Context: an optimization exercise on an open-source flow, tuned for small area. The choices shown serve that exercise and are no tape-out recipe.
Only simulation tests tie the RTL to the original design; equivalence was not proved.
Power is estimated from default activity; no workload was simulated.

==> flow/design.v <==
package pong_pkg;
	typedef logic [10:0] coord_t;
	typedef logic [6:0] score_t;
	typedef struct packed
	{
		logic r;
		logic g;
		logic b;
	} rgb_t;
	typedef enum logic [1:0]
	{
		UP_RIGHT   = 2'd0,
		UP_LEFT    = 2'd1,
		DOWN_LEFT  = 2'd2,
		DOWN_RIGHT = 2'd3
	} dir_t;
	typedef struct packed
	{
		coord_t ball_row;
		coord_t ball_col;
		coord_t pad_col;
		logic   boost;
	} snapshot_t;
endpackage
`timescale 1ns/1ps
module pong_top
(
	input  logic   clk,
	input  logic   rst,
	input  logic   left,
	input  logic   right,
	input  logic   boost,
	input  logic [2:0] bg,
	output logic [2:0] rgb,
	output logic   hsync,
	output logic   vsync,
	output logic [6:0] score
);
	function automatic logic [11:0] add12(input logic [11:0] a, input logic [11:0] b, input logic ci);
		logic c;
		c = ci;
		for (int i = 0; i < 12; i++)
		begin
			add12[i] = a[i] ^ b[i] ^ c;
			c = (a[i] & b[i]) | (c & (a[i] ^ b[i]));
		end
	endfunction
	function automatic logic [11:0] inc12(input logic [11:0] a, input logic ci);
		logic c;
		c = ci;
		for (int i = 0; i < 12; i++)
		begin
			inc12[i] = a[i] ^ c;
			c = a[i] & c;
		end
	endfunction
	logic [10:0] hc;
	logic [9:0]  vc;
	logic        h_end, v_end;
	assign h_end = hc[10] & (&hc[3:0]);
	assign v_end = vc[9] & vc[7] & vc[4] & vc[3] & vc[0];
	always_ff @(posedge clk, posedge rst)
	begin
		if (rst)
		begin
			hc <= 11'd1039;
			vc <= 10'd665;
		end
		else if (h_end)
		begin
			hc <= '0;
			vc <= v_end ? 10'd0 : 10'(inc12({2'b0, vc}, 1'b1));
		end
		else
			hc <= 11'(inc12({1'b0, hc}, 1'b1));
	end
	assign hsync = !((hc >= 11'd919) && (hc < 11'd1039));
	assign vsync = !((vc >= 10'd659) && (vc < 10'd665));
	logic [4:0] cl;
	logic [5:0] acc;
	logic       tick, lo_wrap, fast, offer;
	logic [6:0] score_n;
	logic [8:0] brow;
	logic [9:0] bcol, pcol;
	logic       up, rt;    
	logic       boost_s;   
	assign fast    = (score >= 7'd30);
	assign tick    = fast ? (cl == 5'd7) : ((acc >= 6'd30) && (cl == 5'd0));
	assign lo_wrap = (cl == 5'd19);
	always_ff @(posedge clk, posedge rst)
	begin
		if (rst)
		begin
			cl    <= '0;
			acc   <= '0;
			offer <= 1'b1;    
		end
		else
		begin
			offer <= tick;
			cl    <= lo_wrap ? 5'd0 : 5'(inc12({7'b0, cl}, 1'b1)) & {5{!tick}};
			acc   <= tick ? {1'b0, score_n[4:0]} : 6'(add12({6'b0, acc}, {10'b0, lo_wrap, lo_wrap}, 1'b0));
		end
	end
	logic        miss, hit, up_n, rt_n, s5, en_p, en_b, inc_s;
	logic [11:0] cd;
	assign cd  = add12({2'b0, bcol}, ~{2'b0, pcol}, 1'b1);
	assign hit = $signed(cd) >= -12'sd60 && $signed(cd) <= 12'sd60;
	always_comb
	begin
		up_n = up;
		rt_n = rt;
		miss = 1'b0;
		inc_s = 1'b0;
		if (brow <= 9'd126)
			up_n = 1'b0;
		else if (bcol <= 10'd63)
			rt_n = 1'b1;
		else if (bcol >= 10'd843)
			rt_n = 1'b0;
		else if (brow >= 9'd502)
		begin
			if (hit)
			begin
				up_n  = 1'b1;
				inc_s = 1'b1;
			end
			else
				miss = 1'b1;
		end
	end
	assign score_n = (tick && miss) ? 7'd0
		: 7'(inc12({5'b0, score}, tick && inc_s && (score != 7'd99)));
	assign en_p = tick && (left ? (pcol > 10'd103) : (right && (pcol < 10'd803)));
	assign en_b = tick && !miss;
	assign s5   = up_n && boost;
	always_ff @(posedge clk, posedge rst)
	begin
		if (rst)
		begin
			brow  <= 9'd134;
			bcol  <= 10'd453;
			pcol  <= 10'd453;
			up    <= 1'b0;
			rt    <= 1'b1;
			score <= '0;
		end
		else
		begin
			pcol <= 10'(add12({2'b0, pcol}, {{7{en_p && left}}, en_p && !left, en_p && left, en_p}, 1'b0));
			brow <= (tick && miss) ? 9'd134
				: 9'(add12({3'b0, brow}, {{7{en_b && up_n}}, en_b && up_n && !boost, en_b && up_n, en_b}, 1'b0));
			bcol <= 10'(add12({2'b0, bcol}, {{8{en_b && !rt_n}}, en_b && !(rt_n ^ s5), en_b && !rt_n, en_b}, 1'b0));
			score <= score_n;
			if (tick)
			begin
				up <= up_n;
				rt <= rt_n;
			end
		end
	end
	logic boost_s_n;
	assign boost_s_n = offer ? (boost && up) : boost_s;
	always_ff @(posedge clk)
		boost_s <= boost_s_n;
	logic [8:0] s_brow;
	logic [9:0] s_bcol, s_pcol;
	logic       s_boost;
	logic       swap, started;
	assign swap = ((hc == 11'd1037) && (vc == 10'd623)) || !started;
	always_ff @(posedge clk, posedge rst)
	begin
		if (rst)
			started <= 1'b0;
		else
			started <= 1'b1;
	end
	always_ff @(posedge clk)
	begin
		if (swap)
		begin
			s_brow  <= brow;
			s_bcol  <= bcol;
			s_pcol  <= pcol;
			s_boost <= boost_s_n;
		end
	end
	logic [11:0] eb, ep;
	logic [10:0] fr;
	logic        b_cols, p_cols, f_rows, ball, in_field;
	logic [6:0]  lo, hi;
	logic [2:0]  colour;
	assign eb = add12({1'b0, hc}, ~{2'b0, s_bcol}, 1'b1);   
	assign ep = add12({1'b0, hc}, ~{2'b0, s_pcol}, 1'b1);   
	assign fr = 11'(add12({2'b0, vc}, ~{3'b0, s_brow}, 1'b1));   
	assign b_cols = !eb[11] && (eb[10:0] <= 11'd100);
	assign p_cols = !ep[11] && (ep[10:0] <= 11'd100);
	assign f_rows = !fr[10] && (fr[9:0] <= 10'd18);
	always_comb
	begin
		case (fr[4:0])
			5'd0, 5'd18:  begin lo = 7'd46; hi = 7'd54; end
			5'd1, 5'd17:  begin lo = 7'd45; hi = 7'd55; end
			5'd2, 5'd3, 5'd15, 5'd16:
			              begin lo = 7'd43; hi = 7'd57; end
			5'd4, 5'd14:  begin lo = 7'd42; hi = 7'd58; end
			default:      begin lo = 7'd41; hi = 7'd59; end
		endcase
	end
	assign ball     = f_rows && b_cols && (eb[6:0] >= lo) && (eb[6:0] <= hi);
	assign in_field = (hc >= 11'd103) && (hc <= 11'd903) && (vc >= 10'd23) && (vc <= 10'd623);
	always_comb
	begin
		if (ball)
			colour = s_boost ? 3'b110 : 3'b100;
		else if (p_cols && (vc >= 10'd513) && (vc <= 10'd533))
			colour = 3'b010;
		else if (b_cols && (vc >= 10'd113) && (vc <= 10'd133))
			colour = 3'b001;
		else if (in_field)
			colour = bg;
		else
			colour = 3'b000;
	end
	always_ff @(posedge clk, posedge rst)
	begin
		if (rst)
			rgb <= 3'b000;
		else
			rgb <= colour;
	end
endmodule
export LEC_CHECK = 0
export CAP_MARGIN = 20
export CORE_MARGIN = 2
export CORE_UTILIZATION = 40
export CTS_BUF_LIST = sky130_fd_sc_hd__clkbuf_8
export SLEW_MARGIN = 20
create_clock -name core_clock -period 20.0 [get_ports {clk}]
run.sh (not shown) runs the stock make flow with config.mk's settings and CLKGATE_MAP_FILE= SYNTH_SCRIPT=/design/flow/synth_recipe.tcl, a recipe that flattens the netlist after the stock synthesis.
The starting point ran to the end with no violations.
Edit:
--- a/flow/design.v
+++ b/flow/design.v
@@ -67,11 +67,9 @@
 			vc <= 10'd665;
 		end
-		else if (h_end)
-		begin
-			hc <= '0;
-			vc <= v_end ? 10'd0 : 10'(inc12({2'b0, vc}, 1'b1));
-		end
-		else
-			hc <= 11'(inc12({1'b0, hc}, 1'b1));
+		else
+		begin
+			hc <= 11'(inc12({1'b0, hc}, 1'b1)) & {11{!h_end}};
+			vc <= 10'(inc12({2'b0, vc}, h_end)) & {10{!(h_end && v_end)}};
+		end
 	end
 	assign hsync = !((hc >= 11'd919) && (hc < 11'd1039));
Outcome: Register-to-register slack got worse by 0.11 ns; cell area is lower by 1.9%; via count drops by 4.6%; synthesized cell count is lower by 6.1%; setup slack gets worse by 0.11 ns; total power went down by 2.5%; fmax falls by 1.2%; clock skew went down by 0.0032 ns; non-clock buffer count went down by 1.

---

Setup of rev 12:
pong_top, a different RTL version from the one above (not shown whole).
Size in the first run: about 530 cells after synthesis, ~110 flip-flops, ~20 I/O pins.
==> module pong_top, before the edit <==
module pong_top
(
	input  logic   clk,
	input  logic   rst,
	input  logic   left,
	input  logic   right,
	input  logic   boost,
	input  logic [2:0] bg,
	output logic [2:0] rgb,
	output logic   hsync,
	output logic   vsync,
	output logic [6:0] score
);
	function automatic logic [11:0] add12(input logic [11:0] a, input logic [11:0] b, input logic ci);
		logic c;
		c = ci;
		for (int i = 0; i < 12; i++)
		begin
			add12[i] = a[i] ^ b[i] ^ c;
			c = (a[i] & b[i]) | (c & (a[i] ^ b[i]));
		end
	endfunction
	function automatic logic [11:0] inc12(input logic [11:0] a, input logic ci);
		logic c;
		c = ci;
		for (int i = 0; i < 12; i++)
		begin
			inc12[i] = a[i] ^ c;
			c = a[i] & c;
		end
	endfunction
	logic [10:0] hc;
	logic [9:0]  vc;
	logic        h_end, v_end;
	assign h_end = hc[10] & (&hc[3:0]);
	assign v_end = vc[9] & vc[7] & vc[4] & vc[3] & vc[0];
	always_ff @(posedge clk, posedge rst)
	begin
		if (rst)
		begin
			hc <= 11'd1039;
			vc <= 10'd665;
		end
		else
		begin
			hc <= 11'(inc12({1'b0, hc}, 1'b1)) & {11{!h_end}};
			vc <= 10'(inc12({2'b0, vc}, h_end)) & {10{!(h_end && v_end)}};
		end
	end
	assign hsync = !((hc >= 11'd919) && (hc < 11'd1039));
	assign vsync = !((vc >= 10'd659) && (vc < 10'd665));
	logic [4:0] cl;
	logic [5:0] acc;
	logic       tick, lo_wrap, fast, offer;
	logic [6:0] score_n;
	logic [8:0] brow;
	logic [9:0] bcol, pcol;
	logic       up, rt;    
	logic       boost_s;   
	assign fast    = (score >= 7'd30);
	assign tick    = fast ? (cl == 5'd18) : ((acc >= 6'd30) && (cl == 5'd0));
	assign lo_wrap = (cl == 5'd29);
	always_ff @(posedge clk, posedge rst)
	begin
		if (rst)
		begin
			cl    <= '0;
			acc   <= '0;
			offer <= 1'b1;    
		end
		else
		begin
			offer <= tick;
			cl    <= {cl[3:0], cl[4] ~^ cl[2]} & {5{!(tick || lo_wrap)}};
			acc   <= tick ? {1'b0, score_n[4:0]} : 6'(add12({6'b0, acc}, {10'b0, lo_wrap, lo_wrap}, 1'b0));
		end
	end
	logic        miss, hit, up_n, rt_n, s5, en_p, en_b, inc_s;
	logic [11:0] cd;
	assign cd  = add12({2'b0, bcol}, ~{2'b0, pcol}, 1'b1);
	assign hit = $signed(cd) >= -12'sd60 && $signed(cd) <= 12'sd60;
	always_comb
	begin
		up_n = up;
		rt_n = rt;
		miss = 1'b0;
		inc_s = 1'b0;
		if (brow <= 9'd126)
			up_n = 1'b0;
		else if (bcol <= 10'd64)
			rt_n = 1'b1;
		else if (bcol >= 10'd844)
			rt_n = 1'b0;
		else if (brow >= 9'd502)
		begin
			if (hit)
			begin
				up_n  = 1'b1;
				inc_s = 1'b1;
			end
			else
				miss = 1'b1;
		end
	end
	assign score_n = (tick && miss) ? 7'd0
		: 7'(inc12({5'b0, score}, tick && inc_s && (score != 7'd99)));
	assign en_p = tick && (left ? (pcol > 10'd104) : (right && (pcol < 10'd804)));
	assign en_b = tick && !miss;
	assign s5   = up_n && boost;
	always_ff @(posedge clk, posedge rst)
	begin
		if (rst)
		begin
			brow  <= 9'd134;
			bcol  <= 10'd454;
			pcol  <= 10'd454;
			up    <= 1'b0;
			rt    <= 1'b1;
			score <= '0;
		end
		else
		begin
			pcol <= 10'(add12({2'b0, pcol}, {{7{en_p && left}}, en_p && !left, en_p && left, en_p}, 1'b0));
			brow <= (tick && miss) ? 9'd134
				: 9'(add12({3'b0, brow}, {{7{en_b && up_n}}, en_b && up_n && !boost, en_b && up_n, en_b}, 1'b0));
			bcol <= 10'(add12({2'b0, bcol}, {{8{en_b && !rt_n}}, en_b && !(rt_n ^ s5), en_b && !rt_n, en_b}, 1'b0));
			score <= score_n;
			if (tick)
			begin
				up <= up_n;
				rt <= rt_n;
			end
		end
	end
	logic boost_s_n;
	assign boost_s_n = offer ? (boost && up) : boost_s;
	always_ff @(posedge clk)
		boost_s <= boost_s_n;
	logic [8:0] s_brow;
	logic [9:0] s_bcol, s_pcol;
	logic       s_boost;
	logic       swap, started;
	assign swap = ((hc == 11'd1037) && (vc == 10'd623)) || !started;
	always_ff @(posedge clk, posedge rst)
	begin
		if (rst)
			started <= 1'b0;
		else
			started <= 1'b1;
	end
	always_ff @(posedge clk)
	begin
		if (swap)
		begin
			s_brow  <= brow;
			s_bcol  <= bcol;
			s_pcol  <= pcol;
			s_boost <= boost_s_n;
		end
	end
	logic [11:0] eb, ep;
	logic [10:0] fr;
	logic        b_cols, p_cols, f_rows, ball, in_field;
	logic [6:0]  lo, hi;
	logic [2:0]  colour, bg_q;
	assign eb = add12({1'b0, hc}, ~{2'b0, s_bcol}, 1'b1);   
	assign ep = add12({1'b0, hc}, ~{2'b0, s_pcol}, 1'b1);   
	assign fr = 11'(add12({2'b0, vc}, ~{3'b0, s_brow}, 1'b1));   
	assign b_cols = !eb[11] && (eb[10:0] <= 11'd100);
	assign p_cols = !ep[11] && (ep[10:0] <= 11'd100);
	assign f_rows = !fr[10] && (fr[9:0] <= 10'd18);
	always_comb
	begin
		case (fr[4:0])
			5'd0, 5'd18:  begin lo = 7'd46; hi = 7'd54; end
			5'd1, 5'd17:  begin lo = 7'd45; hi = 7'd55; end
			5'd2, 5'd3, 5'd15, 5'd16:
			              begin lo = 7'd43; hi = 7'd57; end
			5'd4, 5'd14:  begin lo = 7'd42; hi = 7'd58; end
			default:      begin lo = 7'd41; hi = 7'd59; end
		endcase
	end
	assign ball     = f_rows && b_cols && (eb[6:0] >= lo) && (eb[6:0] <= hi);
	assign in_field = (hc >= 11'd104) && (hc <= 11'd904) && (vc >= 10'd23) && (vc <= 10'd623);
	always_comb
	begin
		if (ball)
			colour = s_boost ? 3'b110 : 3'b100;
		else if (p_cols && (vc >= 10'd513) && (vc <= 10'd533))
			colour = 3'b010;
		else if (b_cols && (vc >= 10'd113) && (vc <= 10'd133))
			colour = 3'b001;
		else if (in_field)
			colour = bg_q;
		else
			colour = 3'b000;
	end
	always_ff @(posedge clk)
		bg_q <= bg;
	assign rgb = colour;
endmodule
clock: 20.0 ns
lec_check: 0
cap_margin: 20
core_margin: 2
core_utilization: 40
slew_margin: 20
standard.sh (not shown) runs the stock make flow with config.mk's settings and CLKGATE_MAP_FILE= SYNTH_SCRIPT=/design/flow/synth_recipe.tcl, a recipe that flattens the netlist after the stock synthesis.
==> flow/flow/run.sh <==
#!/bin/bash
# Own layout flow: the standard flow (standard synthesis unchanged), with
#  - clock tree synthesis without dummy loads, on clkbuf_8 buffers
#  - input/output port buffers of the smallest size (buf_1); repair_design
#    still buffers the nets behind them
#  - ABC's buffers removed at floorplan instead of timing-driven upsizing
# Each tool's full output stays in ORFS's own logs under orfs/logs; make's
# output goes to flow_make.log here.
set -euo pipefail
export CTS_ARGS="-sink_clustering_enable -repair_clock_nets -dont_use_dummy_load -buf_list sky130_fd_sc_hd__clkbuf_8"
export BUFFER_PORTS_ARGS="-buffer_cell sky130_fd_sc_hd__buf_1"
export REMOVE_ABC_BUFFERS=1
bash standard.sh > flow_make.log 2>&1
Rev 12 finished every stage and its layout cleared the timing, DRC and antenna checks.
For rev 13, these inputs were changed with respect to rev 12:
--- a/flow/design.v
+++ b/flow/design.v
@@ -113,7 +113,7 @@
 		if (brow <= 9'd126)
 			up_n = 1'b0;
-		else if (bcol <= 10'd64)
+		else if (bcol <= 10'd164)
 			rt_n = 1'b1;
-		else if (bcol >= 10'd844)
+		else if (bcol >= 10'd944)
 			rt_n = 1'b0;
 		else if (brow >= 9'd502)
@@ -130,5 +130,5 @@
 	assign score_n = (tick && miss) ? 7'd0
 		: 7'(inc12({5'b0, score}, tick && inc_s && (score != 7'd99)));
-	assign en_p = tick && (left ? (pcol > 10'd104) : (right && (pcol < 10'd804)));
+	assign en_p = tick && (left ? (pcol > 10'd204) : (right && (pcol < 10'd904)));
 	assign en_b = tick && !miss;
 	assign s5   = up_n && boost;
@@ -138,6 +138,6 @@
 		begin
 			brow  <= 9'd134;
-			bcol  <= 10'd454;
-			pcol  <= 10'd454;
+			bcol  <= 10'd554;
+			pcol  <= 10'd554;
 			up    <= 1'b0;
 			rt    <= 1'b1;
@@ -189,6 +189,6 @@
 	logic [6:0]  lo, hi;
 	logic [2:0]  colour, bg_q;
-	assign eb = add12({1'b0, hc}, ~{2'b0, s_bcol}, 1'b1);   
-	assign ep = add12({1'b0, hc}, ~{2'b0, s_pcol}, 1'b1);   
+	assign eb = add12({2'b0, s_bcol}, ~{1'b0, hc}, 1'b1);   
+	assign ep = add12({2'b0, s_pcol}, ~{1'b0, hc}, 1'b1);   
 	assign fr = 11'(add12({2'b0, vc}, ~{3'b0, s_brow}, 1'b1));   
 	assign b_cols = !eb[11] && (eb[10:0] <= 11'd100);
==> comparison <==
- The post-synthesis sequential area ratio of rev 12 and that of rev 13 are within noise of each other.
- Net switching power for rev 13: 0.0000014 W down relative to rev 12
- For sequential power, rev 13 and rev 12 come out practically identical.
- Area of the mapped netlist of rev 12 is on par with rev 13.
- | die outline height | rev 13 vs rev 12 | ≈ equal |
- Rev 13 — proportion of power drawn by combinational gates 0.2 points lower, rev 12 as reference
- NOTE: number of filler instances in the final layout in rev 13 falls short of that of rev 12
- Time the worst path needs with I/O delays and setup is higher on rev 13
- Measured against each other, rev 12 and rev 13 differ in register-to-register slack, the higher figure coming from rev 12.

## what the ideal ports hide
No port has a modelled driver above. Below, the same layouts with a new extraction and two added sets of constraints. Step 1: set_driving_cell puts a clkbuf_16 on clk and a buf_2 on each other input, an assumption about the parent block. Step 2 moves the port delays by t, midway between the first and last clock arrival at a register: inputs arrive t later, outputs are due t later. That takes back most of the time a late clock gives input paths. Three values: ideal, step 1, step 2; two values: the first two.
run	shift t [ns]	slack for setup (ns)	hold slack, ns	worst register clock-pin slew, ns	worst slew at a driven data input, ns
the first run of note 1	0.414	11.114 / 11.114 / 11.114	0.479 / 0.479 / 0.479	0.11 / 0.11	0.04
the second run of note 1	0.424	11.007 / 11.007 / 11.007	0.500 / 0.500 / 0.500	0.11 / 0.11	0.04
rev 12	0.406	10.436 / 10.396 / 10.802	0.514 / 0.514 / 0.514	0.11 / 0.11	0.04
rev 13	0.404	10.313 / 10.275 / 10.680	0.495 / 0.495 / 0.495	0.12 / 0.12	0.03
After both steps setup and hold are still met in every run listed.
